From an optimization exercise on the open Yosys and OpenROAD flow, aimed at small area, a short achievable clock period and few clock cycles per item; shortcuts taken in it are not production practice. Function was checked by simulation only, so behaviour that the tests miss may differ from the original. Power figures rest on the tool's default switching activity, not on a simulated workload.

==> flow/design.v <==
package fsd_pkg;
    localparam int SLOT_COUNT  = 8;
    localparam int QUEUE_DEPTH = 64;
    localparam int QPTR_W = $clog2(QUEUE_DEPTH);
    localparam int QCNT_W = $clog2(QUEUE_DEPTH + 1);
    localparam int JOB_W  = 16;
    localparam int DUR_W  = 24;
    localparam int TICK_W = 32;
    localparam int QENT_W = JOB_W + DUR_W + TICK_W;
    localparam int IN_W  = 1 + JOB_W + DUR_W;
    localparam int OUT_W = 2 + JOB_W + 3 + TICK_W + 4 + 1 + 1;
    localparam logic [1:0] KIND_START    = 2'd0;
    localparam logic [1:0] KIND_COMPLETE = 2'd1;
    localparam logic [1:0] KIND_SUMMARY  = 2'd2;
    localparam logic [1:0] KIND_OVERFLOW = 2'd3;
endpackage
module fsd_ram #(
    parameter int WIDTH = 8,
    parameter int DEPTH = 16
) (
    input  logic                     aclk,
    input  logic                     wr_en,
    input  logic [$clog2(DEPTH)-1:0] wr_addr,
    input  logic [WIDTH-1:0]         wr_data,
    input  logic [$clog2(DEPTH)-1:0] rd_addr,
    output logic [WIDTH-1:0]         rd_data
);
    logic [WIDTH-1:0] mem_reg [DEPTH];
    always_ff @(posedge aclk) begin
        for (int i = 0; i < DEPTH; i++) begin
            if (wr_en && wr_addr == i) begin
                mem_reg[i] <= wr_data;
            end
        end
    end
    always_comb begin
        rd_data = '0;
        for (int i = 0; i < DEPTH; i++) begin
            rd_data = rd_data | (mem_reg[i] & {WIDTH{rd_addr == i}});
        end
    end
endmodule
module fsd_inbuf #(
    parameter int W = 8
) (
    input  logic         aclk,
    input  logic         aresetn,
    input  logic         s_valid,
    output logic         s_ready,
    input  logic [W-1:0] s_data,
    output logic         o_valid,
    output logic [W-1:0] o_data,
    input  logic         o_pop
);
    logic         v0_reg, v1_reg;
    logic [W-1:0] d0_reg, d1_reg;
    logic         push;
    assign s_ready = !v1_reg;
    assign push    = s_valid && !v1_reg;
    assign o_valid = v0_reg;
    assign o_data  = d0_reg;
    always_ff @(posedge aclk) begin
        if (!aresetn) begin
            v0_reg <= 1'b0;
            v1_reg <= 1'b0;
        end else if (o_pop) begin
            if (v1_reg) begin
                v1_reg <= 1'b0;
            end else if (!push) begin
                v0_reg <= 1'b0;
            end
        end else if (push) begin
            if (v0_reg) begin
                v1_reg <= 1'b1;
            end else begin
                v0_reg <= 1'b1;
            end
        end
    end
    always_ff @(posedge aclk) begin
        if ((o_pop && (v1_reg || push)) || (push && !v0_reg)) begin
            d0_reg <= v1_reg ? d1_reg : s_data;
        end
        if (push && v0_reg && !o_pop) begin
            d1_reg <= s_data;
        end
    end
endmodule
module fsd_outbuf #(
    parameter int W = 8
) (
    input  logic         aclk,
    input  logic         aresetn,
    input  logic         i_valid,
    output logic         i_ready,
    input  logic [W-1:0] i_data,
    output logic         m_valid,
    input  logic         m_ready,
    output logic [W-1:0] m_data
);
    logic         mv_reg, sv_reg;
    logic [W-1:0] md_reg, sd_reg;
    logic         take;
    assign i_ready = !sv_reg;
    assign m_valid = mv_reg;
    assign m_data  = md_reg;
    assign take    = !mv_reg || m_ready;
    always_ff @(posedge aclk) begin
        if (!aresetn) begin
            mv_reg <= 1'b0;
            sv_reg <= 1'b0;
        end else if (take) begin
            mv_reg <= sv_reg || i_valid;
            sv_reg <= 1'b0;
        end else if (i_valid) begin
            sv_reg <= 1'b1;
        end
    end
    always_ff @(posedge aclk) begin
        if (take) begin
            md_reg <= sv_reg ? sd_reg : i_data;
        end else if (i_valid) begin
            sd_reg <= i_data;
        end
    end
endmodule
import fsd_pkg::*;
module fsd_datapath (
    input  logic              aclk,
    input  logic              aresetn,
    input  logic              cfg_valid,
    input  logic              cfg_addr,
    input  logic [15:0]       cfg_data,
    input  logic              iv,
    input  logic [IN_W-1:0]   idata,
    output logic              ipop,
    input  logic              ordy,
    output logic              ovalid,
    output logic [OUT_W-1:0]  odata
);
    localparam int NS = SLOT_COUNT;
    logic [NS-1:0]     act_reg;
    logic [15:0]       limit_reg;
    logic [15:0]       cnt_reg;
    logic [15:0]       need_reg;
    logic              lim_upd_reg;
    logic              done_reg;
    logic [TICK_W-1:0] tick_reg;
    logic [QPTR_W-1:0] tail_reg;
    logic [QPTR_W-1:0] rptr_reg;         
    logic [QCNT_W-1:0] qcount_reg;
    logic [QENT_W-1:0] hd_reg;           
    logic [QENT_W-1:0] q_rd;
    logic [NS-1:0]     busy_reg;
    logic [NS-1:0]     c1_reg;           
    logic [JOB_W-1:0]  sid_reg [NS];
    logic [DUR_W-1:0]  rem_reg [NS];
    logic              disp_reg;         
    logic              emit_reg;         
    logic [NS-1:0]     emask_reg;
    logic [3:0]        eleft_reg;
    logic              eend_reg;
    logic [3:0]        bsnap_reg;
    logic              i_cmd;
    logic [JOB_W-1:0]  i_job;
    logic [DUR_W-1:0]  i_dur;
    assign {i_cmd, i_job, i_dur} = idata;
    logic [JOB_W-1:0]  h_job;
    logic [DUR_W-1:0]  h_dur;
    logic [TICK_W-1:0] h_arr;
    assign {h_job, h_dur, h_arr} = hd_reg;
    function automatic logic [2:0] enc8(input logic [7:0] oh);
        enc8 = '0;
        for (int i = 0; i < 8; i++) begin
            if (oh[i]) enc8 = enc8 | 3'(i);
        end
    endfunction
    function automatic logic [3:0] pop8(input logic [7:0] v);
        pop8 = '0;
        for (int i = 0; i < 8; i++) begin
            pop8 = pop8 + 4'(v[i]);
        end
    endfunction
    logic [NS-1:0] idle_act, dsel, comp, csel, esel;
    logic [2:0]    didx, cidx, eidx;
    logic [3:0]    ncomp, nbusy;
    logic          qfull, qempty, can_disp, run_ends;
    logic          idle_st, tick_go, do_start, do_commit, do_emit;
    logic          arr_drop, arr_write, arr_ovf, tick_drop;
    always_comb begin
        idle_act = ~busy_reg & act_reg;
        dsel     = idle_act & (~idle_act + 1'b1);
        didx     = enc8(dsel);
        comp     = busy_reg & c1_reg;
        csel     = comp & (~comp + 1'b1);
        cidx     = enc8(csel);
        esel     = emask_reg & (~emask_reg + 1'b1);
        eidx     = enc8(esel);
        ncomp    = pop8(comp);
        nbusy    = pop8(busy_reg);
        qfull    = qcount_reg[QCNT_W-1];
        qempty   = (qcount_reg == '0);
        can_disp = (|idle_act) && !qempty;
        run_ends = (need_reg[15:4] == '0) && (ncomp >= need_reg[3:0]) && (ncomp != '0);
        idle_st   = !disp_reg && !emit_reg;
        tick_go   = disp_reg || (idle_st && iv && i_cmd && !done_reg);
        do_start  = tick_go && ordy && can_disp;
        do_commit = tick_go && ordy && !can_disp;
        do_emit   = emit_reg && ordy;
        arr_drop  = iv && !i_cmd && !disp_reg && done_reg;
        arr_write = iv && !i_cmd && !disp_reg && !done_reg && !qfull;
        arr_ovf   = iv && !i_cmd && idle_st && !done_reg && qfull && ordy;
        tick_drop = iv && i_cmd && idle_st && done_reg;
        ipop = arr_drop || arr_write || arr_ovf || tick_drop
            || (idle_st && (do_start || do_commit));
    end
    fsd_ram #(
        .WIDTH (QENT_W),
        .DEPTH (QUEUE_DEPTH)
    ) u_queue (
        .aclk    (aclk),
        .wr_en   (arr_write),
        .wr_addr (tail_reg),
        .wr_data ({i_job, i_dur, tick_reg}),
        .rd_addr (rptr_reg),
        .rd_data (q_rd)
    );
    always_comb begin
        ovalid = 1'b0;
        odata  = '0;
        if (arr_ovf) begin
            ovalid = 1'b1;
            odata  = {KIND_OVERFLOW, i_job, 3'd0, 32'd0, 4'd0, 1'b0, 1'b1};
        end else if (do_start) begin
            ovalid = 1'b1;
            odata  = {KIND_START, h_job, didx, tick_reg - h_arr, 4'd0, 1'b0, 1'b0};
        end else if (do_commit) begin
            ovalid = 1'b1;
            if (ncomp != '0) begin
                odata = {KIND_COMPLETE, sid_reg[cidx], cidx, 32'd0, 4'd0,
                         run_ends && (need_reg[3:0] == 4'd1), 1'b0};
            end else begin
                odata = {KIND_SUMMARY, 16'd0, 3'd0, 32'd0, nbusy, 1'b0, 1'b1};
            end
        end else if (do_emit) begin
            ovalid = 1'b1;
            if (eleft_reg != '0) begin
                odata = {KIND_COMPLETE, sid_reg[eidx], eidx, 32'd0, 4'd0,
                         eend_reg && (eleft_reg == 4'd1), 1'b0};
            end else begin
                odata = {KIND_SUMMARY, 16'd0, 3'd0, 32'd0, bsnap_reg, done_reg, 1'b1};
            end
        end
    end
    always_ff @(posedge aclk) begin
        if (!aresetn) begin
            act_reg     <= '1;
            limit_reg   <= 16'd80;
            cnt_reg     <= '0;
            need_reg    <= 16'd80;
            lim_upd_reg <= 1'b0;
            done_reg    <= 1'b0;
            tick_reg    <= '0;
            tail_reg    <= '0;
            rptr_reg    <= QPTR_W'(1);
            qcount_reg  <= '0;
            busy_reg    <= '0;
            disp_reg    <= 1'b0;
            emit_reg    <= 1'b0;
        end else begin
            lim_upd_reg <= 1'b0;
            if (cfg_valid) begin
                if (cfg_addr == 1'b0) begin
                    act_reg <= (cfg_data[3:0] >= 4'd8) ? 8'hFF
                             : 8'((9'd1 << cfg_data[3:0]) - 9'd1);
                end else begin
                    limit_reg   <= cfg_data;
                    lim_upd_reg <= 1'b1;
                end
            end
            if (lim_upd_reg) begin
                need_reg <= (limit_reg > cnt_reg) ? limit_reg - cnt_reg : 16'd1;
            end
            if (arr_write) begin
                tail_reg   <= tail_reg + 1'b1;
                qcount_reg <= qcount_reg + 1'b1;
            end
            if (do_start) begin
                disp_reg   <= 1'b1;
                busy_reg   <= busy_reg | dsel;
                rptr_reg   <= rptr_reg + 1'b1;
                qcount_reg <= qcount_reg - 1'b1;
            end
            if (do_commit) begin
                disp_reg <= 1'b0;
                busy_reg <= busy_reg & ~comp;
                if (run_ends) begin
                    done_reg <= 1'b1;
                end else begin
                    tick_reg <= tick_reg + 1'b1;
                    need_reg <= need_reg - 16'(ncomp);
                    cnt_reg  <= (17'(cnt_reg) + 17'(ncomp) > 17'hFFFF) ? 16'hFFFF
                              : cnt_reg + 16'(ncomp);
                end
                if (ncomp != '0) begin
                    emit_reg <= 1'b1;
                end
            end
            if (do_emit && eleft_reg == '0) begin
                emit_reg <= 1'b0;
            end
        end
    end
    always_ff @(posedge aclk) begin
        if (arr_write && qempty) begin
            hd_reg <= {i_job, i_dur, tick_reg};
        end else if (do_start) begin
            hd_reg <= q_rd;
        end
        for (int s = 0; s < NS; s++) begin
            if (do_start && dsel[s]) begin
                sid_reg[s] <= h_job;
                rem_reg[s] <= h_dur;
                c1_reg[s]  <= (h_dur[DUR_W-1:1] == '0);
            end else if (do_commit && busy_reg[s]) begin
                rem_reg[s] <= rem_reg[s] - 1'b1;
                c1_reg[s]  <= (rem_reg[s] == DUR_W'(2));
            end
        end
        if (do_commit) begin
            bsnap_reg <= nbusy;
            eend_reg  <= run_ends;
            emask_reg <= comp & ~csel;
            eleft_reg <= (run_ends ? need_reg[3:0] : ncomp) - 1'b1;
        end else if (do_emit && eleft_reg != '0) begin
            emask_reg <= emask_reg & ~esel;
            eleft_reg <= eleft_reg - 1'b1;
        end
    end
endmodule
import fsd_pkg::*;
module fifo_slot_dispatcher (
    input  logic              aclk,
    input  logic              aresetn,
    input  logic              cfg_valid,
    output logic              cfg_ready,
    input  logic              cfg_addr,
    input  logic [15:0]       cfg_data,
    input  logic              s_valid,
    output logic              s_ready,
    input  logic              s_cmd,
    input  logic [JOB_W-1:0]  s_job_id,
    input  logic [DUR_W-1:0]  s_duration,
    output logic              m_valid,
    input  logic              m_ready,
    output logic [1:0]        m_kind,
    output logic [JOB_W-1:0]  m_out_job,
    output logic [2:0]        m_slot,
    output logic [TICK_W-1:0] m_wait_ticks,
    output logic [3:0]        m_busy_slots,
    output logic              m_done_res,
    output logic              m_last
);
    logic             iv;
    logic [IN_W-1:0]  idata;
    logic             ipop;
    logic             ordy;
    logic             ovalid;
    logic [OUT_W-1:0] odata;
    assign cfg_ready = 1'b1;
    fsd_inbuf #(
        .W (IN_W)
    ) u_in (
        .aclk    (aclk),
        .aresetn (aresetn),
        .s_valid (s_valid),
        .s_ready (s_ready),
        .s_data  ({s_cmd, s_job_id, s_duration}),
        .o_valid (iv),
        .o_data  (idata),
        .o_pop   (ipop)
    );
    fsd_datapath u_dp (
        .aclk      (aclk),
        .aresetn   (aresetn),
        .cfg_valid (cfg_valid),
        .cfg_addr  (cfg_addr),
        .cfg_data  (cfg_data),
        .iv        (iv),
        .idata     (idata),
        .ipop      (ipop),
        .ordy      (ordy),
        .ovalid    (ovalid),
        .odata     (odata)
    );
    fsd_outbuf #(
        .W (OUT_W)
    ) u_out (
        .aclk    (aclk),
        .aresetn (aresetn),
        .i_valid (ovalid),
        .i_ready (ordy),
        .i_data  (odata),
        .m_valid (m_valid),
        .m_ready (m_ready),
        .m_data  ({m_kind, m_out_job, m_slot, m_wait_ticks, m_busy_slots, m_done_res, m_last})
    );
endmodule
==> flow/run.sh <==
#!/bin/bash
# synth_recipe.tcl (not shown) runs the flow's synth.tcl, then flattens the netlist and writes it again
# the make line also repeats each setting of config.mk as NAME=value (left out here)
make -C /OpenROAD-flow-scripts/flow DESIGN_CONFIG=/design/flow/config.mk WORK_HOME=/design/flow/orfs CLKGATE_MAP_FILE= SYNTH_SCRIPT=/design/flow/synth_recipe.tcl finish
==> flow/config.mk <==
export PLATFORM = sky130hd
export DESIGN_NAME = fifo_slot_dispatcher
export DESIGN_NICKNAME = fifo_slot_dispatcher
export VERILOG_FILES = /design/flow/design.v
export SDC_FILE = /design/flow/constraint.sdc
export NUM_CORES = 4
export LEC_CHECK = 0
export CAP_MARGIN = 20
export CORE_MARGIN = 2
export CORE_UTILIZATION = 40
export SLEW_MARGIN = 20
export SYNTH_MEMORY_MAX_BITS = 8192
==> flow/constraint.sdc <==
create_clock -name core_clock -period 10.0 [get_ports {aclk}]
set_input_delay 2.0000 -clock core_clock [delete_from_list [all_inputs] [get_ports {aclk}]]
set_output_delay 2.0000 -clock core_clock [all_outputs]
set_load 0.01 [all_outputs]
==> flow_summary.yaml, run 1 <==
hold_path:
  min_path_cells: 1
  hp-start: "u_dp.c1_reg[3]"
  worst_hold_path_type: "reg -> reg"
  whs_endpoint: "u_dp.busy_reg[3]"
timing:
  rsz0062_at_grt: "no"
  tightest_slew_ps: 1300
  post-route-min-period_ps: 6170
  hold_viol_final: 0
  finalSetupViolations: 0
  finalClockSkew_ps: 47.2
  timing.fmax_mhz: 162
  worst_hold_slack_ps: 472
  post-route-period-util_pct: 61.7
  slew_violations: 0
  setup_tns_ps: 0
  slew_headroom_pct: 13.5
worst_setup_path:
  worstPathArrival_ps: 7190
  crit_slowest_cell: "a311o_2"
  crit_type: "reg -> reg"
  crit_path_end_kind: "flop"
  path_cells: "nand2_1, ha_1, inv_1, fa_1, fa_1, fa_1, fa_1, xnor2_1, ha_1, a211o_1, a311o_2, or4_4, or3_1, a21oi_1"
  r2r_slack_ps: 3830
  cp_max_fo: 31
  r2r-start: "u_dp.busy_reg[0]"
  required_ps: 11030
  worstSetupStartpointType: "flop"
  r2r-end: "u_dp.tick_reg[30]"
  cpPeakStageDelay_ps: 690
  cp_common_cell: "fa_1"
  worstRegToRegCells: 14
synth:
  ys_ff_latch: 5345
  syn_inst: 12000
  synth_ff_type: "edfxtp_1"
  syn_area_um2: 202000
  synth_most_common_cell: "edfxtp_1"
  ys_top_cells_by_count: "edfxtp_1, a22oi_1, nand2_1"
  synthArstFlopShare_pct: 0
  synth_top_area_share_pct: 77.7
  synth_nets: 12200
  synth_top_cell_by_area: "edfxtp_1"
  yosysSeqAreaShare_pct: 79.0
  synth_edf_count: 5222
  ys_types: 92
  netlist_top_cells_area: "edfxtp_1, a22oi_1, dfxtp_1, a22o_1, nand2_1"
  yosysWarnings: 7
  synth.avg_cell_area_um2: 16.7
die:
  boundaryPins: 125
  row_count: 260
  core-area_um2: 502000
  chipHeight_um: 714
  start_util_pct: 40.2
  die_area_um2: 510000
  die_w_um: 714
routing:
  drt_first_pass_iters: 9
  vias: 136000
  drtIter0Drc: 32800
  postRouteWirelength_um: 846000
  avgViaCountPerCell: 6.87
  drc_errors: 0
  final_antenna_net_count: 0
  routedWlPerCell_um: 42.9
global_routing:
  grt_use_total_pct: 32.0
  antenna_found_initial: 52
  overflow: 0
  grt_pass1_vias: 120000
  grt_pass1_wl_um: 1110000
  grt_max_degree: 72
finish:
  fillers: 42500
  largest_reg_flops: 4608
  area.growth.synth_to_final_pct: 14.9
  final_nets: 12800
  drive_gt1_share_pct: 11.9
  fin_util_pct: 46.2
cts:
  cts_setup_buffers: 0
  clk_latency_ps: 1100
  cts_resized: 0
  cts_max_level: 6
  clockRootBuffer: "clkbuf_16"
  cts_sinks: 5345
  max-clock-path-buffers: 4
  cts_tree: "built"
  numCtsBuffers: 542
  clkTransAtPathRegs_ps: 60
  cts-hold-fix-buffers: 0
placed_design:
  port_buffers: 123
  finalWeightedCongestion: 0.867
  dp_hpwl_um: 437000
power:
  ir_drop_v: 0.000208
  p_leak_nw: 74.4
  power-per-cell-area_nw_per_um2: 199
outcome:
  status: "no timing/DRC/antenna violations"
flow_run:
  drv_cap: 0
## power by group
group	total, mW	internal [mW]	leakage, nW	switching (mW)
Sequential	24.8	24.7	48.8	0.0854
Clock	20.2	11.4	8.42	8.82
Combinational	1.18	0.273	17.2	0.911
Total	46.2	36.3	74.4	9.82
## layout make-up
cell class,instances,area [um^2],share of cell area [%]
Antenna cell,26,65.1,0.0281
Clock buffer,673,14600,6.31
Clock inverter,295,2600,1.12
Inverter,160,603,0.260
Multi-Input combinational cell,5896,40500,17.5
Sequential cell,5345,159000,68.7
Tap cell,6681,8360,3.61
Timing Repair Buffer,655,5720,2.47
## routing by layer
metal  vias up  routed length (um)  global-route usage (%)
met5         -                 270                       0
met4        40               56000                    16.7
met3      2864              142000                    10.0
met2     14000              361000                    47.1
met1     68300              287000                    42.5
li1      50400                   -                       -
## worst max path at each step
stage,end,start,depth (start not counted)
after detailed placement,u_dp.tick_reg[17],u_dp.busy_reg[0],16
final,u_dp.tick_reg[30],u_dp.busy_reg[0],14
after CTS,u_dp.tick_reg[30],u_dp.busy_reg[0],14
after global routing,u_dp.tick_reg[19],u_dp.busy_reg[0],15
after global placement,u_dp.tick_reg[19],u_dp.busy_reg[0],15
after floorplan,u_out.sd_reg[0],m_ready,2
## cell families (layout without fill, tap and decap cells)
family / after synthesis / count (layout) / share of synthesized area (%)
compound gates: 3189 / 3189 / 11.8
xor+xnor: 239 / 239 / 1.04
fa+ha+maj: 114 / 114 / 0.756
buf+inv: 805 / 1783 / 1.51
flops: 5345 / 5345 / 79.0
mux: 65 / 65 / 0.354
other cells: 1 / 27 / 0.00186
simple gates: 2288 / 2288 / 5.58
## cell usage in the layout, fill, tap and decap left out, types with 31 or more instances in the layout
master and n:
a2111oi_0 39, a21o_1 70, a21oi_1 299, a221o_1 133, a221oi_1 138, a222oi_1 37, a22o_1 279, a22oi_1 1740
a31oi_1 98, and3_1 34, and4_1 31, buf_12 33, buf_4 495, bufinv_16 39, clkbuf_1 102, clkbuf_16 566
clkdlybuf4s50_1 123, clkinv_1 129, clkinv_2 73, dfxtp_1 90, edfxtp_1 5222, ha_1 101, inv_1 156, mux2_2 47
nand2_1 587, nand2b_1 32, nand3_1 246, nand4_1 249, nor2_1 428, nor2_4 128, nor2b_1 33, nor3_1 180
nor4_1 160, o21ai_0 157, xnor2_1 145, xor2_1 94
## critical path, delay by kind of cell, from the launching register on
| family | cells | cell delay, ps |
|---|---|---|
| flip-flops | 1 | 450 |
| adder cells (fa/ha/maj) | 6 | 2540 |
| AND/OR/NAND/NOR | 3 | 1130 |
| AO/OA/AOI/OAI | 3 | 1210 |
| buffers and inverters | 1 | 60 |
| XOR/XNOR | 1 | 680 |
## through the flow
step	power (mW)	instances	worst slack (ps)	cell area [um^2]
floorplan	25.7	12000	3070	202000
global placement	26.3	18700	3820	214000
detailed placement	26.4	18700	3860	214000
CTS	46.0	19700	3870	232000
global route	46.9	19700	3580	232000
finish	46.2	19700	3830	232000
Testbench counts, summed over its fixed seeds: cycles 19,045, items 12,008.
==> run 2, diff against run 1 <==
--- a/flow/design.v
+++ b/flow/design.v
@@ -156,11 +156,13 @@
     logic [JOB_W-1:0]  sid_reg [NS];
     logic [DUR_W-1:0]  rem_reg [NS];
     logic              disp_reg;         
+    logic [QCNT_W-1:0] qav_reg;          
     logic              emit_reg;         
-    logic [NS-1:0]     emask_reg;
-    logic [3:0]        eleft_reg;
-    logic              eend_reg;
+    logic [NS-1:0]     emask_reg;        
+    logic [NS-1:0]     nsh_reg;          
     logic [3:0]        bsnap_reg;
+    logic [3:0]        ncomp_reg;        
+    logic              cupd_reg;         
     logic              i_cmd;
     logic [JOB_W-1:0]  i_job;
     logic [DUR_W-1:0]  i_dur;
@@ -175,15 +177,28 @@
             if (oh[i]) enc8 = enc8 | 3'(i);
         end
     endfunction
+    function automatic logic [7:0] sort8(input logic [7:0] v);
+        logic [7:0] a;
+        logic       t;
+        a = v;
+        for (int p = 0; p < 8; p++) begin
+            for (int i = p % 2; i + 1 < 8; i += 2) begin
+                t        = a[i] | a[i+1];
+                a[i+1]   = a[i] & a[i+1];
+                a[i]     = t;
+            end
+        end
+        sort8 = a;
+    endfunction
     function automatic logic [3:0] pop8(input logic [7:0] v);
         pop8 = '0;
         for (int i = 0; i < 8; i++) begin
             pop8 = pop8 + 4'(v[i]);
         end
     endfunction
-    logic [NS-1:0] idle_act, dsel, comp, csel, esel;
+    logic [NS-1:0] idle_act, dsel, comp, csel, esel, need_oh, atleast;
     logic [2:0]    didx, cidx, eidx;
-    logic [3:0]    ncomp, nbusy;
+    logic [3:0]    nbusy;
     logic          qfull, qempty, can_disp, run_ends;
     logic          idle_st, tick_go, do_start, do_commit, do_emit;
     logic          arr_drop, arr_write, arr_ovf, tick_drop;
@@ -196,19 +211,22 @@
         cidx     = enc8(csel);
         esel     = emask_reg & (~emask_reg + 1'b1);
         eidx     = enc8(esel);
-        ncomp    = pop8(comp);
         nbusy    = pop8(busy_reg);
+        atleast  = sort8(comp);
+        for (int k = 0; k < NS; k++) begin
+            need_oh[k] = (need_reg == 16'(k + 1));
+        end
         qfull    = qcount_reg[QCNT_W-1];
         qempty   = (qcount_reg == '0);
-        can_disp = (|idle_act) && !qempty;
-        run_ends = (need_reg[15:4] == '0) && (ncomp >= need_reg[3:0]) && (ncomp != '0);
+        can_disp = (|idle_act) && (disp_reg ? (qav_reg != '0) : !qempty);
+        run_ends = |(need_oh & atleast);
         idle_st   = !disp_reg && !emit_reg;
         tick_go   = disp_reg || (idle_st && iv && i_cmd && !done_reg);
         do_start  = tick_go && ordy && can_disp;
         do_commit = tick_go && ordy && !can_disp;
         do_emit   = emit_reg && ordy;
         arr_drop  = iv && !i_cmd && !disp_reg && done_reg;
-        arr_write = iv && !i_cmd && !disp_reg && !done_reg && !qfull;
+        arr_write = iv && !i_cmd && !done_reg && (!qfull || (disp_reg && do_start));
         arr_ovf   = iv && !i_cmd && idle_st && !done_reg && qfull && ordy;
         tick_drop = iv && i_cmd && idle_st && done_reg;
         ipop = arr_drop || arr_write || arr_ovf || tick_drop
@@ -233,20 +251,19 @@
             odata  = {KIND_OVERFLOW, i_job, 3'd0, 32'd0, 4'd0, 1'b0, 1'b1};
         end else if (do_start) begin
             ovalid = 1'b1;
-            odata  = {KIND_START, h_job, didx, tick_reg - h_arr, 4'd0, 1'b0, 1'b0};
+            odata  = {KIND_START, h_job, didx, tick_reg + ~h_arr + TICK_W'(!disp_reg),
+                      4'd0, 1'b0, 1'b0};
         end else if (do_commit) begin
             ovalid = 1'b1;
-            if (ncomp != '0) begin
-                odata = {KIND_COMPLETE, sid_reg[cidx], cidx, 32'd0, 4'd0,
-                         run_ends && (need_reg[3:0] == 4'd1), 1'b0};
+            if (comp != '0) begin
+                odata = {KIND_COMPLETE, sid_reg[cidx], cidx, 32'd0, 4'd0, need_oh[0], 1'b0};
             end else begin
                 odata = {KIND_SUMMARY, 16'd0, 3'd0, 32'd0, nbusy, 1'b0, 1'b1};
             end
         end else if (do_emit) begin
             ovalid = 1'b1;
-            if (eleft_reg != '0) begin
-                odata = {KIND_COMPLETE, sid_reg[eidx], eidx, 32'd0, 4'd0,
-                         eend_reg && (eleft_reg == 4'd1), 1'b0};
+            if (emask_reg != '0) begin
+                odata = {KIND_COMPLETE, sid_reg[eidx], eidx, 32'd0, 4'd0, nsh_reg[0], 1'b0};
             end else begin
                 odata = {KIND_SUMMARY, 16'd0, 3'd0, 32'd0, bsnap_reg, done_reg, 1'b1};
             end
@@ -259,6 +276,7 @@
             cnt_reg     <= '0;
             need_reg    <= 16'd80;
             lim_upd_reg <= 1'b0;
+            cupd_reg    <= 1'b0;
             done_reg    <= 1'b0;
             tick_reg    <= '0;
             tail_reg    <= '0;
@@ -281,38 +299,46 @@
             if (lim_upd_reg) begin
                 need_reg <= (limit_reg > cnt_reg) ? limit_reg - cnt_reg : 16'd1;
             end
+            cupd_reg <= do_commit && !run_ends;
+            if (cupd_reg) begin
+                need_reg <= need_reg - 16'(ncomp_reg);
+                cnt_reg  <= (17'(cnt_reg) + 17'(ncomp_reg) > 17'hFFFF) ? 16'hFFFF
+                          : cnt_reg + 16'(ncomp_reg);
+            end
             if (arr_write) begin
-                tail_reg   <= tail_reg + 1'b1;
+                tail_reg <= tail_reg + 1'b1;
+            end
+            if (arr_write && !do_start) begin
                 qcount_reg <= qcount_reg + 1'b1;
+            end else if (do_start && !arr_write) begin
+                qcount_reg <= qcount_reg - 1'b1;
+            end
+            if (tick_go && ordy && !disp_reg) begin
+                tick_reg <= tick_reg + 1'b1;
             end
             if (do_start) begin
                 disp_reg   <= 1'b1;
                 busy_reg   <= busy_reg | dsel;
                 rptr_reg   <= rptr_reg + 1'b1;
-                qcount_reg <= qcount_reg - 1'b1;
+                qav_reg    <= (disp_reg ? qav_reg : qcount_reg) - 1'b1;
             end
             if (do_commit) begin
                 disp_reg <= 1'b0;
                 busy_reg <= busy_reg & ~comp;
                 if (run_ends) begin
                     done_reg <= 1'b1;
-                end else begin
-                    tick_reg <= tick_reg + 1'b1;
-                    need_reg <= need_reg - 16'(ncomp);
-                    cnt_reg  <= (17'(cnt_reg) + 17'(ncomp) > 17'hFFFF) ? 16'hFFFF
-                              : cnt_reg + 16'(ncomp);
                 end
-                if (ncomp != '0) begin
+                if (comp != '0) begin
                     emit_reg <= 1'b1;
                 end
             end
-            if (do_emit && eleft_reg == '0) begin
+            if (do_emit && emask_reg == '0) begin
                 emit_reg <= 1'b0;
             end
         end
     end
     always_ff @(posedge aclk) begin
-        if (arr_write && qempty) begin
+        if (arr_write && (qempty || (do_start && qcount_reg == QCNT_W'(1)))) begin
             hd_reg <= {i_job, i_dur, tick_reg};
         end else if (do_start) begin
             hd_reg <= q_rd;
@@ -329,12 +355,12 @@
         end
         if (do_commit) begin
             bsnap_reg <= nbusy;
-            eend_reg  <= run_ends;
-            emask_reg <= comp & ~csel;
-            eleft_reg <= (run_ends ? need_reg[3:0] : ncomp) - 1'b1;
-        end else if (do_emit && eleft_reg != '0) begin
-            emask_reg <= emask_reg & ~esel;
-            eleft_reg <= eleft_reg - 1'b1;
+            ncomp_reg <= pop8(comp);
+            emask_reg <= need_oh[0] ? '0 : comp & ~csel;
+            nsh_reg   <= need_oh >> 1;
+        end else if (do_emit && emask_reg != '0) begin
+            emask_reg <= nsh_reg[0] ? '0 : emask_reg & ~esel;
+            nsh_reg   <= nsh_reg >> 1;
         end
     end
 endmodule
==> run 2 against run 1 <==
  * Clock skew up 18 ps
  * Fmax up 14%
  * Area after synthesis increased by 0.77%
  * Critical path type unchanged
==> flow_summary.yaml, run 2 <==
flow_run:
  drv_cap: 0
worst_setup_path:
  critical_path_depth: 7
  crit_path_end_kind: "flop"
  worstRegToRegCells: 7
  crit_type: "reg -> reg"
  cp_num_buf_inv: 2
  worstSetupStartpointType: "flop"
  cp_max_fo: 27
  cpPeakStageDelay_ps: 850
  critPathTopFamily: "simple AND/OR/NAND/NOR gates"
  path_cells: "o31a_1, nand4_1, a21boi_4, nand4_1, nor2_4, buf_4, buf_4"
  worstPathArrival_ps: 6090
  crit_slowest_cell: "dfxtp_1"
  required_ps: 10690
finish:
  multi_input_area_um2: 41600
  instances_no_fill: 20300
  final-seq-area_um2: 160000
  drive_gt1_share_pct: 11.0
  fillers: 43100
  area.growth.synth_to_final_pct: 14.7
  final_nets: 13300
  postLayoutCellArea_um2: 233000
  largest_reg_flops: 4608
  fin_util_pct: 46.1
  final_common_cell: "edfxtp_1"
  most-common-layout-cells: "edfxtp_1, a22oi_1, nand2_1"
synth:
  ys_top_cells_by_count: "edfxtp_1, a22oi_1, nand2_1"
  synthArstFlopShare_pct: 0
  synth_ff_type: "edfxtp_1"
  ys_types: 95
  synth.avg_cell_area_um2: 16.1
  syn_inst: 12600
  netlist_top_cells_area: "edfxtp_1, a22oi_1, nand2_1, dfxtp_1, nor2_1"
  synth_top_area_share_pct: 77.4
  synth_nets: 12800
  yosysWarnings: 7
  synth_edf_count: 5235
  ys_ff_latch: 5359
  synth_top_cell_by_area: "edfxtp_1"
  syn_area_um2: 203000
  yosysSeqAreaShare_pct: 78.6
  synth_most_common_cell: "edfxtp_1"
timing:
  slew_violations: 0
  finalSetupViolations: 0
  setup_tns_ps: 0
  tightest_slew_ps: 1330
  hold_viol_final: 0
  rsz0062_at_grt: "no"
  post-route-min-period_ps: 5400
  finalClockSkew_ps: 64.8
  post-route-period-util_pct: 54.0
  worst_hold_slack_ps: 467
  slew_headroom_pct: 11.2
  timing.fmax_mhz: 185
die:
  die_w_um: 717
  die_area_um2: 514000
  core-area_um2: 506000
  chipHeight_um: 717
  boundaryPins: 125
  start_util_pct: 40.2
  row_count: 261
placed_design:
  dp_cells: 19300
  finalWeightedCongestion: 0.881
  dp_hpwl_um: 443000
  placed_area_um2: 216000
  port_buffers: 123
cts:
  cts_tree: "built"
  cts_max_level: 6
  max-clock-path-buffers: 4
  cts_sinks: 5359
  clkTransAtPathRegs_ps: 60
  clockRootBuffer: "clkbuf_16"
  cts_resized: 0
  numCtsBuffers: 551
  cts-hold-fix-buffers: 0
  cts_setup_buffers: 0
  clk_latency_ps: 1090
global_routing:
  antenna_found_initial: 55
  grt_use_total_pct: 31.7
  grt_pass1_wl_um: 1110000
  grt_max_degree: 73
  overflow: 0
  grt_pass1_vias: 123000
routing:
  vias: 138000
  avgViaCountPerCell: 6.80
  drc_errors: 0
  drtIter0Drc: 32400
  routedWlPerCell_um: 41.5
  postRouteWirelength_um: 842000
  final_antenna_net_count: 0
  drt_first_pass_iters: 9
power:
  p_leak_nw: 75.8
  power-per-cell-area_nw_per_um2: 221
  ir_drop_v: 0.000192
hold_path:
  worst_hold_path_type: "reg -> reg"
  min_path_cells: 2
outcome:
  status: "no timing/DRC/antenna violations"
run 2: final cells by class:
cell class | count | share of cell area, %
tap | 6706 | 3.60
clock buffer | 713 | 6.32
clock inverter | 265 | 1.09
multi-input combinational | 6472 | 17.8
antenna | 53 | 0.0569
timing repair buffer | 609 | 2.36
sequential | 5359 | 68.5
inverter | 139 | 0.230
run 2: path summary, 6_finish.rpt:
kind / startpoint / to / slack, ps
min: u_dp.limit_reg[0] / u_dp.limit_reg[0] / 470
min reg2reg: u_dp.limit_reg[0] / u_dp.limit_reg[0] / 470
max: u_dp.disp_reg / u_dp.u_queue.mem_reg[13][46] / 4600
max reg2reg: u_dp.disp_reg / u_dp.u_queue.mem_reg[13][46] / 4600
run 2: logic make-up (layout without fill, tap and decap cells):
family | Yosys count | after routing | synth area share, %
flip-flops | 5359 | 5359 | 78.6
AO/OA/AOI/OAI | 3141 | 3141 | 11.1
AND/OR/NAND/NOR | 2886 | 2886 | 6.52
buffers and inverters | 801 | 1726 | 1.52
XOR/XNOR | 252 | 252 | 1.09
adder cells (fa/ha/maj) | 109 | 109 | 0.715
multiplexers | 83 | 83 | 0.437
other | 1 | 54 | 0.00185
run 2: worst reg2reg max path, delay by kind of cell, from the launching register on:
kind | cells | cell delay, ps
flip-flops | 1 | 850
buffers and inverters | 2 | 1320
AO/OA/AOI/OAI | 2 | 1200
AND/OR/NAND/NOR | 3 | 1640
run 2: per-layer routing:
layer	part of all wire (%)	wire (um)	vias to the layer above	global-route usage (%)
met5	0.013	106	-	0
met4	6.3	53300	18	17.1
met3	17	145000	2724	10.7
met2	42	357000	14800	46.0
met1	34	287000	69000	42.0
li1	-	-	51700	-
run 2: power breakdown:
part           internal (mW)  switching [mW]  leakage (nW)
sequential              25.6           0.416          48.9
combinational           1.28            4.00          18.6
clock                   11.3            8.89          8.38
run 2: metrics by stage:
stage / worst slack [ps] / power [mW]
floorplan: 3410 / 28.8
global placement: 4740 / 31.5
detailed placement: 4840 / 31.5
CTS: 4800 / 51.1
global route: 4550 / 52.4
finish: 4600 / 51.5
Testbench counts of run 2, summed over its fixed seeds: cycles 17,533, items 12,008.
==> run 3, diff against run 2 <==
--- a/flow/config.mk
+++ b/flow/config.mk
@@ -7,6 +7,8 @@
 export LEC_CHECK = 0
 export CAP_MARGIN = 20
 export CORE_MARGIN = 2
-export CORE_UTILIZATION = 40
+export CORE_UTILIZATION = 60
+export PLACE_DENSITY = 0.7
+export SETUP_SLACK_MARGIN = 5
 export SLEW_MARGIN = 20
 export SYNTH_MEMORY_MAX_BITS = 8192
==> run 3 against run 2 <==
  * Clock skew increased by 11 ps
  * Setup slack improved by 450 ps
  * Clock power barely moved
  * Cell area decreased by 1.2%
  * Combinational power rose by 2%
  * Sequential power about the same
  * Largest power group unchanged
==> flow_summary.yaml, run 3 <==
routing:
  drtIter0Drc: 35400
  drc_errors: 0
  final_antenna_net_count: 0
  routedWlPerCell_um: 45.9
  postRouteWirelength_um: 832000
  drt_first_pass_iters: 10
  vias: 143000
  avgViaCountPerCell: 7.92
die:
  boundaryPins: 125
  core-area_um2: 337000
  start_util_pct: 60.3
  row_count: 213
  die_area_um2: 343000
  chipHeight_um: 586
  die_w_um: 586
placed_design:
  port_buffers: 123
  dp_hpwl_um: 429000
  dp_cells: 17100
  finalWeightedCongestion: 0.933
worst_setup_path:
  r2r-end: "u_dp.u_queue.mem_reg[41][0]"
  required_ps: 10700
  r2r_slack_ps: 5050
  cp_common_cell: "buf_4"
  cp_max_fo: 27
  crit_slowest_cell: "nor2_4"
  worstPathArrival_ps: 5650
  r2r-start: "u_dp.qcount_reg[0]"
  cpPeakStageDelay_ps: 880
  crit_path_end_kind: "flop"
  path_cells: "inv_1, ha_1, inv_1, o31a_1, nand4_1, a21boi_2, buf_4, nand3_1, nor2_4, buf_4, buf_4"
  crit_type: "reg -> reg"
  endpoint: "u_dp.u_queue.mem_reg[41][0]"
  startpoint: "u_dp.qcount_reg[0]"
  worstRegToRegCells: 11
  worstSetupStartpointType: "flop"
global_routing:
  overflow: 0
  grt_use_total_pct: 47.8
  grt_pass1_vias: 130000
  antenna_found_initial: 53
  grt_max_degree: 73
  grt_pass1_wl_um: 1100000
synth:
  synth_top_cell_by_area: "edfxtp_1"
  synth_top_family_by_area: "compound AO/OA/AOI/OAI gates"
  muxShareOfSynthArea_pct: 0.437
  ys_types: 95
  synth_fa_ha_area_share_pct: 0.715
  synth_nets: 12800
  netlist_top_cells_area: "edfxtp_1, a22oi_1, nand2_1, dfxtp_1, nor2_1"
  ys_top_cells_by_count: "edfxtp_1, a22oi_1, nand2_1"
  synth_top_area_share_pct: 77.4
  synth_xor_area_share_pct: 1.09
  syn_area_um2: 203000
  synth_edf_count: 5235
  synth_compound_area_share_pct: 11.1
  synth.avg_cell_area_um2: 16.1
  ys_ff_latch: 5359
  yosysWarnings: 7
  synth_ff_type: "edfxtp_1"
  synthSimpleGateAreaFrac_pct: 6.52
  synthArstFlopShare_pct: 0
  yosysSeqAreaShare_pct: 78.6
  syn_inst: 12600
  synth_most_common_cell: "edfxtp_1"
cts:
  max-clock-path-buffers: 4
  numCtsBuffers: 535
  cts_sinks: 5359
  clkTransAtPathRegs_ps: 60
  cts_max_level: 6
  clockRootBuffer: "clkbuf_16"
  cts_tree: "built"
  clk_latency_ps: 1110
timing:
  slew_headroom_pct: 7.91
  post-route-period-util_pct: 49.5
  hold_viol_final: 0
  finalClockSkew_ps: 76.0
  slew_violations: 0
  rsz0062_at_grt: "no"
  post-route-min-period_ps: 4950
  timing.fmax_mhz: 202
  setup_tns_ps: 0
  finalSetupViolations: 0
  tightest_slew_ps: 1380
finish:
  largest_reg_flops: 4608
  most-common-layout-cells: "edfxtp_1, a22oi_1, nand2_1"
  final_common_cell: "edfxtp_1"
  instances_no_fill: 18100
  drive_gt1_share_pct: 11.0
  final_nets: 13300
  area.growth.synth_to_final_pct: 13.3
hold_path:
  worst_hold_path_type: "reg -> reg"
outcome:
  status: "no timing/DRC/antenna violations"
power:
  ir_drop_v: 0.000267
  power-per-cell-area_nw_per_um2: 223
  p_leak_nw: 75.7
  total_power_mw: 51.3
flow_run:
  drv_cap: 0
[run 3: cell types whose count changed in the layout (fill, tap and decap cells not counted), moves of 8 or more]
cell / change
diode_2: +24
buf_4: -22
clkbuf_16: -13
clkinv_1: -12
buf_6: +11
clkbuf_1: -9
clkinv_2: +9
buf_16: +8
clkbuf_8: -8
[run 3: final cells by class]
type / instances / area, um^2
inverter: 139 / 544
tap: 4515 / 5650
timing repair buffer: 601 / 5560
timing repair inverter: 2 / 12.5
sequential: 5359 / 160000
fill: 22000 / 107000
antenna: 77 / 193
multi-input combinational: 6472 / 41600
clock inverter: 266 / 2710
clock buffer: 683 / 14300
[run 3: through the flow]
step / worst slack, ps / hold WS [ps] / cell area, um^2 / utilization, %
2_1_floorplan: 4500 / 436 / 203000 / -
3_3_place_gp: 4500 / 454 / 213000 / 63.1
3_5_place_dp: 4510 / 455 / 213000 / 63.2
4_1_cts: 5000 / 463 / 230000 / 68.2
5_1_grt: 5010 / 498 / 230000 / 68.3
6_report: 5050 / 465 / 230000 / 68.4
[run 3: power breakdown]
part	leakage, nW	switching, mW	internal, mW	total [mW]
registers	48.9	0.429	25.6	26.0
logic	18.6	4.05	1.31	5.36
clock network	8.22	8.78	11.1	19.9
total	75.7	13.3	38.0	51.3
[run 3: worst min-delay path by stage]
| stage | startpoint | to | slack, ps | cells past startpoint |
|---|---|---|---|---|
| 4_1_cts | u_dp.limit_reg[0] | u_dp.limit_reg[0] | 460 | 2 |
| 6_report | u_dp.limit_reg[0] | u_dp.limit_reg[0] | 470 | 2 |
| 5_1_grt | u_dp.limit_reg[0] | u_dp.limit_reg[0] | 500 | 2 |
| 3_3_place_gp | u_dp.limit_reg[0] | u_dp.limit_reg[0] | 450 | 2 |
| 2_1_floorplan | u_dp.limit_reg[0] | u_dp.limit_reg[0] | 440 | 2 |
| 3_5_place_dp | u_dp.limit_reg[0] | u_dp.limit_reg[0] | 450 | 2 |
[run 3: layer usage]
| layer | global-route usage (%) | wire [um] | vias to the layer above |
|---|---|---|---|
| li1 | - | - | 51700 |
| met1 | 60.5 | 252000 | 68800 |
| met2 | 66.5 | 341000 | 18400 |
| met3 | 22.1 | 170000 | 4468 |
| met4 | 31.0 | 69600 | 38 |
| met5 | 0.827 | 542 | - |
[run 3: repair_timing]
action | CTS | global route
endpoints found under the setup margin | 192 | 222
pin swaps | 1 | 2
gates cloned | 1 | 1
setup buffers | 0 | 7
hold buffers | 0 | 0
gates resized for setup | 6 | 4
[run 3: cells by family (layout without fill, tap and decap cells)]
logic type	Yosys count	count (layout)
compound gates	3141	3141
mux	83	83
flops	5359	5359
simple gates	2886	2886
fa+ha+maj	109	109
xor+xnor	252	252
buf+inv	801	1691
other cells	1	78
[run 3: critical path: cells and delay by family, from the launching register on]
kind | cells | cell delay (ps)
buffers and inverters | 5 | 1880
adder cells (fa/ha/maj) | 1 | 250
AO/OA/AOI/OAI | 2 | 410
AND/OR/NAND/NOR | 3 | 1470
flip-flops | 1 | 450
==> run 4, diff against run 3 <==
--- a/flow/design.v
+++ b/flow/design.v
@@ -53,27 +53,33 @@
     input  logic         o_pop
 );
     logic         v0_reg, v1_reg;
+    logic         rdy_reg;           
     logic [W-1:0] d0_reg, d1_reg;
     logic         push;
-    assign s_ready = !v1_reg;
-    assign push    = s_valid && !v1_reg;
+    assign s_ready = rdy_reg;
+    assign push    = s_valid && rdy_reg;
     assign o_valid = v0_reg;
     assign o_data  = d0_reg;
     always_ff @(posedge aclk) begin
         if (!aresetn) begin
-            v0_reg <= 1'b0;
-            v1_reg <= 1'b0;
+            v0_reg  <= 1'b0;
+            v1_reg  <= 1'b0;
+            rdy_reg <= 1'b1;
         end else if (o_pop) begin
+            rdy_reg <= 1'b1;
             if (v1_reg) begin
                 v1_reg <= 1'b0;
             end else if (!push) begin
                 v0_reg <= 1'b0;
             end
-        end else if (push) begin
-            if (v0_reg) begin
-                v1_reg <= 1'b1;
-            end else begin
-                v0_reg <= 1'b1;
+        end else begin
+            rdy_reg <= !(push && v0_reg) && !v1_reg;
+            if (push) begin
+                if (v0_reg) begin
+                    v1_reg <= 1'b1;
+                end else begin
+                    v0_reg <= 1'b1;
+                end
             end
         end
     end
@@ -226,7 +232,7 @@
         do_commit = tick_go && ordy && !can_disp;
         do_emit   = emit_reg && ordy;
         arr_drop  = iv && !i_cmd && !disp_reg && done_reg;
-        arr_write = iv && !i_cmd && !done_reg && (!qfull || (disp_reg && do_start));
+        arr_write = iv && !i_cmd && !done_reg && !qfull;
         arr_ovf   = iv && !i_cmd && idle_st && !done_reg && qfull && ordy;
         tick_drop = iv && i_cmd && idle_st && done_reg;
         ipop = arr_drop || arr_write || arr_ovf || tick_drop
==> flow/flow/run.sh (new file) <==
#!/bin/bash
set -euo pipefail
bash standard.sh SETUP_SLACK_MARGIN=6.0 finish > standard_flow.log 2>&1
==> flow/standard.sh (new file) <==
#!/bin/bash
# synth_recipe.tcl (not shown) runs the flow's synth.tcl, then flattens the netlist and writes it again
# the make line also repeats each setting of config.mk as NAME=value (left out here)
make -C /OpenROAD-flow-scripts/flow DESIGN_CONFIG=/design/flow/config.mk WORK_HOME=/design/flow/orfs CLKGATE_MAP_FILE= SYNTH_SCRIPT=/design/flow/synth_recipe.tcl "${@:-finish}"
--- a/flow/config.mk
+++ b/flow/config.mk
@@ -8,7 +8,9 @@
 export CAP_MARGIN = 20
 export CORE_MARGIN = 2
 export CORE_UTILIZATION = 60
+export CTS_BUF_LIST = sky130_fd_sc_hd__clkbuf_8 sky130_fd_sc_hd__clkbuf_16
+export CTS_CLUSTER_DIAMETER = 60
+export CTS_CLUSTER_SIZE = 30
 export PLACE_DENSITY = 0.7
-export SETUP_SLACK_MARGIN = 5
 export SLEW_MARGIN = 20
 export SYNTH_MEMORY_MAX_BITS = 8192
removed: flow/run.sh
==> run 4 against run 3 <==
  * Largest cell class unchanged
  * Non-clock buffer count increased by 59
  * First-iteration DRC count decreased by 1.4%
  * Still clean
  * Final cell count down 7.6%
  * Setup slack gained 570 ps
  * Die area shrank 0.85%
  * Clock skew increased by 29 ps
  * Synthesized cell count is 7.7% lower
  * Utilization down 1.1 points
==> flow_summary.yaml, run 4 <==
finish:
  instances_no_fill: 16700
  drive_gt1_share_pct: 11.8
  final_nets: 12200
  largest_reg_flops: 4608
  multi_input_area_um2: 40300
  area.growth.synth_to_final_pct: 11.5
  final_common_cell: "edfxtp_1"
  final-seq-area_um2: 160000
  postLayoutCellArea_um2: 225000
  most-common-layout-cells: "edfxtp_1, a221oi_1, a22o_1"
  fillers: 21300
synth:
  syn_inst: 11700
  yosysWarnings: 7
  synth_top_cell_by_area: "edfxtp_1"
  synth_top_area_share_pct: 78.0
  synthArstFlopShare_pct: 0
  syn_area_um2: 201000
  yosysSeqAreaShare_pct: 79.3
  ys_ff_latch: 5360
  netlist_top_cells_area: "edfxtp_1, a221oi_1, a22o_1, a22oi_1, dfxtp_1"
  synth_edf_count: 5235
  synth_nets: 11800
  ys_top_cells_by_count: "edfxtp_1, a221oi_1, a22o_1"
  ys_types: 86
  synth.avg_cell_area_um2: 17.3
  synth_ff_type: "edfxtp_1"
  synth_most_common_cell: "edfxtp_1"
power:
  power-per-cell-area_nw_per_um2: 216
  p_leak_nw: 71.2
  ir_drop_v: 0.000218
  total_power_mw: 48.6
placed_design:
  dp_cells: 16000
  finalWeightedCongestion: 0.925
  dp_worst_setup_slack_ps: 4750
  port_buffers: 123
  dp_hpwl_um: 412000
  placed_area_um2: 211000
worst_setup_path:
  required_ps: 10720
  crit_type: "reg -> reg"
  cp_max_fo: 25
  r2r_slack_ps: 5620
  crit_path_end_kind: "flop"
  startpoint: "u_dp.rptr_reg[0]"
  endpoint: "u_dp.hd_reg[22]"
  worstSetupStartpointType: "flop"
  r2r-end: "u_dp.hd_reg[22]"
  r2r-start: "u_dp.rptr_reg[0]"
  worstRegToRegCells: 11
  worstPathArrival_ps: 5100
global_routing:
  grt_max_degree: 73
  grt_pass1_wl_um: 1070000
  grt_pass1_vias: 124000
  grt_use_total_pct: 46.8
  overflow: 0
  antenna_found_initial: 57
timing:
  timing.fmax_mhz: 228
  setup_tns_ps: 0
  rsz0062_at_grt: "yes"
  finalSetupViolations: 0
  post-route-period-util_pct: 43.8
  setup_ws_ps: 5620
  hold_viol_final: 0
  slew_violations: 0
  slew_headroom_pct: 13.8
  tightest_slew_ps: 1290
  finalClockSkew_ps: 105
  post-route-min-period_ps: 4380
cts:
  numCtsBuffers: 331
  clockRootBuffer: "clkbuf_16"
  cts_tree: "built"
  clkTransAtPathRegs_ps: 100
  cts_sinks: 5360
  cts_max_level: 5
  clk_latency_ps: 1090
  max-clock-path-buffers: 4
routing:
  vias: 138000
  drtIter0Drc: 34900
  routedWlPerCell_um: 48.4
  postRouteWirelength_um: 809000
  final_antenna_net_count: 0
  avgViaCountPerCell: 8.23
  drt_first_pass_iters: 12
  drc_errors: 0
die:
  core-area_um2: 334000
  start_util_pct: 60.3
  die_area_um2: 340000
  die_w_um: 583
  boundaryPins: 125
  row_count: 212
  chipHeight_um: 583
flow_run:
  drv_cap: 0
hold_path:
  worst_hold_path_type: "reg -> reg"
outcome:
  status: "no timing/DRC/antenna violations"
[run 4: cell count changes after synthesis, moves of 67 or more]
cell | before | now
nand2_1 | 1189 | 327
a22o_1 | 11 | 865
nor4_1 | 205 | 105
a221oi_1 | 39 | 881
a22oi_1 | 2345 | 652
nor2_1 | 640 | 540
a21oi_1 | 131 | 238
clkbuf_1 | 608 | 541
o21ai_0 | 289 | 205
[run 4: cells by family (layout without fill, tap and decap cells)]
family	after synthesis	after routing	share of synthesized area, %
adder cells (fa/ha/maj)	110	110	0.727
XOR/XNOR	250	250	1.09
flip-flops	5360	5360	79.3
AO/OA/AOI/OAI	3173	3173	12.3
AND/OR/NAND/NOR	1881	1883	4.65
multiplexers	85	85	0.449
other	1	72	0.00186
buffers and inverters	795	1417	1.51
[run 4: worst min-delay path by stage]
stage                        from                  to  cells past startpoint  slack (ps)
2_1_floorplan   u_dp.limit_reg[0]   u_dp.limit_reg[0]                      2         440
3_3_place_gp    u_dp.limit_reg[0]   u_dp.limit_reg[0]                      2         450
3_5_place_dp   u_dp.limit_reg[14]  u_dp.limit_reg[14]                      2         460
4_1_cts        u_dp.limit_reg[12]  u_dp.limit_reg[12]                      2         470
5_1_grt         u_dp.limit_reg[0]   u_dp.limit_reg[0]                      2         500
6_report       u_dp.limit_reg[12]  u_dp.limit_reg[12]                      2         470
[run 4: area by class of cell]
cell class              instances  area share [%]
clock buffers                 337            3.75
clock inverters               273            1.74
well taps                    4387            2.44
inverters                     147           0.255
repair buffers                660            2.72
multi-input cells            5502            17.9
flip-flops and latches       5360            71.1
diodes                         71          0.0791
[run 4: routing by layer]
| metal | vias up | track usage (%) | routed length, um |
|---|---|---|---|
| met1 | 66700 | 58.3 | 240000 |
| li1 | 49100 | - | - |
| met5 | - | 0.780 | 754 |
| met2 | 17100 | 65.5 | 332000 |
| met4 | 54 | 32.2 | 75500 |
| met3 | 4667 | 21.0 | 161000 |
[run 4: repair_timing]
item,in CTS,in global routing
hold buffers,0,0
gates resized for setup,106,62
hold endpoints to repair,0,0
pin swaps,23,6
setup buffers,48,13
gates cloned,2,0
setup endpoints to repair,1578,699
[run 4: where the power goes]
part / internal [mW] / leakage [nW] / switching, mW
Combinational: 1.43 / 16.3 / 4.41
Clock: 7.23 / 5.98 / 8.82
Sequential: 26.0 / 48.9 / 0.633
[run 4: worst max-delay path, stage by stage (launching register included)]
cell,delay [ps]
dfxtp_1,540
inv_1,150
ha_1,300
nand2_1,380
nor2_4,50
buf_4,280
buf_4,460
a22o_1,290
a221oi_1,300
nand4_1,370
nor4_4,770
a21oi_1,180
[run 4: stage by stage]
stage                     hold slack [ps]  utilization (%)
after floorplan                       436                -
after global placement                454             63.1
after detailed placement              459             63.2
after CTS                             468             67.1
after global routing                  496             67.3
final                                 467             67.3
Testbench counts of run 4, summed over its fixed seeds: cycles 17,533, items 12,008.
==> run 5, diff against run 4 <==
--- a/flow/design.v
+++ b/flow/design.v
@@ -22,7 +22,7 @@
     input  logic                     wr_en,
     input  logic [$clog2(DEPTH)-1:0] wr_addr,
     input  logic [WIDTH-1:0]         wr_data,
-    input  logic [$clog2(DEPTH)-1:0] rd_addr,
+    input  logic [DEPTH-1:0]         rd_sel,
     output logic [WIDTH-1:0]         rd_data
 );
     logic [WIDTH-1:0] mem_reg [DEPTH];
@@ -36,7 +36,7 @@
     always_comb begin
         rd_data = '0;
         for (int i = 0; i < DEPTH; i++) begin
-            rd_data = rd_data | (mem_reg[i] & {WIDTH{rd_addr == i}});
+            rd_data = rd_data | (mem_reg[i] & {WIDTH{rd_sel[i]}});
         end
     end
 endmodule
@@ -104,29 +104,21 @@
     input  logic         m_ready,
     output logic [W-1:0] m_data
 );
-    logic         mv_reg, sv_reg;
-    logic [W-1:0] md_reg, sd_reg;
-    logic         take;
-    assign i_ready = !sv_reg;
+    logic         mv_reg;
+    logic [W-1:0] md_reg;
+    assign i_ready = !mv_reg || m_ready;
     assign m_valid = mv_reg;
     assign m_data  = md_reg;
-    assign take    = !mv_reg || m_ready;
     always_ff @(posedge aclk) begin
         if (!aresetn) begin
             mv_reg <= 1'b0;
-            sv_reg <= 1'b0;
-        end else if (take) begin
-            mv_reg <= sv_reg || i_valid;
-            sv_reg <= 1'b0;
-        end else if (i_valid) begin
-            sv_reg <= 1'b1;
+        end else if (i_ready) begin
+            mv_reg <= i_valid;
         end
     end
     always_ff @(posedge aclk) begin
-        if (take) begin
-            md_reg <= sv_reg ? sd_reg : i_data;
-        end else if (i_valid) begin
-            sd_reg <= i_data;
+        if (i_ready) begin
+            md_reg <= i_data;
         end
     end
 endmodule
@@ -153,7 +145,7 @@
     logic              done_reg;
     logic [TICK_W-1:0] tick_reg;
     logic [QPTR_W-1:0] tail_reg;
-    logic [QPTR_W-1:0] rptr_reg;         
+    logic [QUEUE_DEPTH-1:0] rsel_reg;    
     logic [QCNT_W-1:0] qcount_reg;
     logic [QENT_W-1:0] hd_reg;           
     logic [QENT_W-1:0] q_rd;
@@ -243,10 +235,10 @@
         .DEPTH (QUEUE_DEPTH)
     ) u_queue (
         .aclk    (aclk),
-        .wr_en   (arr_write),
+        .wr_en   (1'b1),
         .wr_addr (tail_reg),
         .wr_data ({i_job, i_dur, tick_reg}),
-        .rd_addr (rptr_reg),
+        .rd_sel  (rsel_reg),
         .rd_data (q_rd)
     );
     always_comb begin
@@ -286,7 +278,7 @@
             done_reg    <= 1'b0;
             tick_reg    <= '0;
             tail_reg    <= '0;
-            rptr_reg    <= QPTR_W'(1);
+            rsel_reg    <= QUEUE_DEPTH'(2);
             qcount_reg  <= '0;
             busy_reg    <= '0;
             disp_reg    <= 1'b0;
@@ -325,7 +317,7 @@
             if (do_start) begin
                 disp_reg   <= 1'b1;
                 busy_reg   <= busy_reg | dsel;
-                rptr_reg   <= rptr_reg + 1'b1;
+                rsel_reg   <= {rsel_reg[QUEUE_DEPTH-2:0], rsel_reg[QUEUE_DEPTH-1]};
                 qav_reg    <= (disp_reg ? qav_reg : qcount_reg) - 1'b1;
             end
             if (do_commit) begin
==> flow/flow/run.sh (replaced) <==
#!/bin/bash
set -euo pipefail
bash standard.sh SETUP_SLACK_MARGIN=6.3 finish > standard_flow.log 2>&1
--- a/flow/config.mk
+++ b/flow/config.mk
@@ -8,7 +8,7 @@
 export CAP_MARGIN = 20
 export CORE_MARGIN = 2
 export CORE_UTILIZATION = 60
-export CTS_BUF_LIST = sky130_fd_sc_hd__clkbuf_8 sky130_fd_sc_hd__clkbuf_16
+export CTS_BUF_LIST = sky130_fd_sc_hd__clkbuf_16
 export CTS_CLUSTER_DIAMETER = 60
 export CTS_CLUSTER_SIZE = 30
 export PLACE_DENSITY = 0.7
==> run 5 against run 4 <==
  * Clock power hardly changed
  * Register-to-register slack improved by 410 ps
  * Via count increased by 1.6%
  * Sequential power about the same
  * Sequential share of layout area increased by 0.35 points
  * Setup slack improved by 410 ps
  * Non-clock buffer count down 48
  * Area after synthesis down 0.38%
  * Fmax grew 10%
  * Critical endpoint is now u_dp.u_queue.mem_reg[46][66]
  * Clock skew increased by 11 ps
==> flow_summary.yaml, run 5 <==
cts:
  clk_latency_ps: 1090
  clkTransAtPathRegs_ps: 110
  cts_max_level: 5
  cts-hold-fix-buffers: 0
  max-clock-path-buffers: 4
  cts_sinks: 5359
  cts_tree: "built"
  clockRootBuffer: "clkbuf_16"
  numCtsBuffers: 334
power:
  switchingPower_mw: 13.5
  total_power_mw: 47.6
  seqPwrFrac_pct: 55.4
  swShare_pct: 28.3
  p_leak_nw: 68.6
  internal_power_mw: 34.2
  ir_drop_v: 0.000170
  p_comb_share_pct: 11.1
  p_clk_share_pct: 33.5
  power-per-cell-area_nw_per_um2: 213
die:
  row_count: 212
  start_util_pct: 60.3
  die_w_um: 582
  chipHeight_um: 582
  die_area_um2: 339000
  boundaryPins: 125
  core-area_um2: 333000
timing:
  slew_headroom_pct: 7.99
  tightest_slew_ps: 1380
  finalSetupViolations: 0
  setup_tns_ps: 0
  finalClockSkew_ps: 117
  hold_viol_final: 0
  post-route-period-util_pct: 39.7
  setup_ws_ps: 6030
  timing.fmax_mhz: 252
  slew_violations: 0
  rsz0062_at_grt: "yes"
  post-route-min-period_ps: 3970
worst_setup_path:
  crit_path_end_kind: "flop"
  startpoint: "u_dp.tail_reg[1]"
  endpoint: "u_dp.u_queue.mem_reg[46][66]"
  worstPathArrival_ps: 4600
  r2r-start: "u_dp.tail_reg[1]"
  crit_type: "reg -> reg"
  worstSetupStartpointType: "flop"
  cp_max_fo: 37
  r2r_slack_ps: 6030
  required_ps: 10630
  worstRegToRegCells: 5
  r2r-end: "u_dp.u_queue.mem_reg[46][66]"
placed_design:
  placed_area_um2: 210000
  finalWeightedCongestion: 0.924
  dp_hpwl_um: 425000
  dp_cells: 16100
  dp_worst_setup_slack_ps: 3740
  port_buffers: 123
outcome:
  status: "no timing/DRC/antenna violations"
finish:
  most-common-layout-cells: "edfxtp_1, a22oi_1, a221oi_1"
  largest_reg_flops: 4608
  instances_no_fill: 16800
  postLayoutCellArea_um2: 223000
  area.growth.synth_to_final_pct: 11.2
  final_nets: 12300
  drive_gt1_share_pct: 11.5
  final_common_cell: "edfxtp_1"
global_routing:
  grt_pass1_wl_um: 1090000
  antenna_found_initial: 64
  grt_max_degree: 85
  grt_use_total_pct: 48.2
  grt_pass1_vias: 124000
  overflow: 0
routing:
  drc_errors: 0
  postRouteWirelength_um: 836000
  avgViaCountPerCell: 8.31
  drtIter0Drc: 37400
  final_antenna_net_count: 0
  drt_first_pass_iters: 10
  routedWlPerCell_um: 49.6
  vias: 140000
synth:
  synth_most_common_cell: "edfxtp_1"
  synth_compound_area_share_pct: 12.0
  netlist_top_cells_area: "edfxtp_1, a22oi_1, a221oi_1, a22o_1, dfxtp_1"
  synthSimpleGateAreaFrac_pct: 5.04
  ys_top_cells_by_count: "edfxtp_1, a22oi_1, a221oi_1"
  synthArstFlopShare_pct: 0
  synth_edf_count: 5177
  yosysWarnings: 7
  synth_top_cell_by_area: "edfxtp_1"
  syn_inst: 11900
  synth_top_area_share_pct: 77.4
  synth_nets: 12000
  synth_ff_type: "edfxtp_1"
  synth_fa_ha_area_share_pct: 0.689
  synth.avg_cell_area_um2: 16.9
  yosysSeqAreaShare_pct: 79.3
  ys_ff_latch: 5359
  syn_area_um2: 201000
  synth_xor_area_share_pct: 1.03
  muxShareOfSynthArea_pct: 0.358
  synth_top_family_by_area: "compound AO/OA/AOI/OAI gates"
  ys_types: 88
flow_run:
  drv_cap: 0
hold_path:
  worst_hold_path_type: "reg -> reg"
-- run 5: cell count changes after synthesis, sizes merged, moves of 49 or more --
cell	before	now
a22oi	652	1373
buf	104	222
o21ai	252	203
a221oi	881	540
dfxtp	125	182
a22o	865	504
edfxtp	5235	5177
nand2	329	424
nand3	173	297
-- run 5: what timing repair did --
item,4_1_cts,5_1_grt
gates cloned,21,4
pin swaps,17,3
endpoints found under the setup margin,1109,491
resized for setup,250,28
hold endpoints to repair,0,0
buffers inserted,36,8
-- run 5: stage by stage --
stage	utilization [%]	hold WS, ps
3_5_place_dp	62.9	451
6_report	67.0	463
5_1_grt	66.9	505
2_1_floorplan	-	436
3_3_place_gp	62.8	448
4_1_cts	66.8	459
-- run 5: layout make-up --
class	count	area, um^2
diodes	57	143
clock buffers	336	8410
clock inverters	287	3840
fillers	21500	110000
inverters	140	594
multi-input cells	5669	39500
flip-flops and latches	5359	159000
well taps	4387	5490
repair buffers	612	5790
repair inverters	1	8.76
-- run 5: cell families after synthesis --
group | count (synthesis)
flops | 5359
fa+ha+maj | 103
mux | 66
xor+xnor | 236
compound gates | 3196
buf+inv | 859
other cells | 1
simple gates | 2053
-- run 5: power groups by stage --
stage          combinational [mW]  sequential, mW  clock, mW
2_1_floorplan                2.02            26.8          0
3_3_place_gp                 4.42            26.8          0
3_5_place_dp                 4.50            26.8          0
4_1_cts                      4.88            26.3       15.8
5_1_grt                      5.30            26.4       16.5
6_report                     5.30            26.4       16.0
-- run 5: metal layers --
| layer | up-vias | wire length, um | GRT usage, % |
|---|---|---|---|
| met1 | 67700 | 251000 | 61.4 |
| met4 | 42 | 78300 | 33.7 |
| li1 | 49500 | - | - |
| met2 | 18100 | 334000 | 65.8 |
| met3 | 4683 | 172000 | 21.8 |
| met5 | - | 687 | 0.510 |
-- run 5: worst min-delay path by stage --
stage | start | endpoint | cells past startpoint
detailed placement | u_dp.limit_reg[0] | u_dp.limit_reg[0] | 2
floorplan | u_dp.limit_reg[0] | u_dp.limit_reg[0] | 2
global route | u_dp.limit_reg[2] | u_dp.limit_reg[2] | 2
CTS | u_dp.limit_reg[0] | u_dp.limit_reg[0] | 2
global placement | u_dp.limit_reg[3] | u_dp.limit_reg[3] | 2
finish | u_dp.limit_reg[0] | u_dp.limit_reg[0] | 2
-- run 5: critical path, stage by stage, from the launching register on --
cell and delay (ps):
dfxtp_1 420, ha_1 260, nand3_1 380, nor2_4 200, buf_4 1040, buf_4 1130
Testbench counts of run 5, summed over its fixed seeds: cycles 17,533, items 12,008.

## what the ideal ports hide
How much do the figures lean on ideal ports? The routed layouts below were timed once more, with nothing changed but the port constraints. Step 1 (the two cells are an assumption about what drives the block):
set clk [get_ports {aclk}]
set_driving_cell -lib_cell sky130_fd_sc_hd__clkbuf_16 $clk
set_driving_cell -lib_cell sky130_fd_sc_hd__buf_2 [delete_from_list [all_inputs] $clk]
Step 2, shift: input delay + t, output delay - t, t = (earliest + latest rising clock arrival at the registers) / 2. This alone moves slack from input paths to output paths. Slacks: ideal / step 1 / step 2; pairs: ideal / step 1.
run | t (ns) | slack for setup (ns) | hold slack, ns | slew at the worst register clock pin (ns)
run 1 | 1.208 | 3.835 / 3.835 / 3.835 | 0.472 / 0.472 / 0.472 | 0.07 / 0.07
run 2 | 1.187 | 4.599 / 4.599 / 4.599 | 0.467 / 0.467 / 0.467 | 0.07 / 0.07
run 3 | 1.187 | 5.049 / 5.049 / 5.049 | 0.465 / 0.465 / 0.465 | 0.07 / 0.07
run 4 | 1.135 | 5.621 / 5.621 / 5.359 | 0.467 / 0.467 / 0.467 | 0.12 / 0.12
run 5 | 1.144 | 6.029 / 6.029 / 5.171 | 0.463 / 0.463 / 0.463 | 0.12 / 0.12
After both steps setup and hold are still met in every run listed. The setup slack of run 5, which loses most, moves by 0.000 ns with the drivers and by -0.858 ns with both steps.
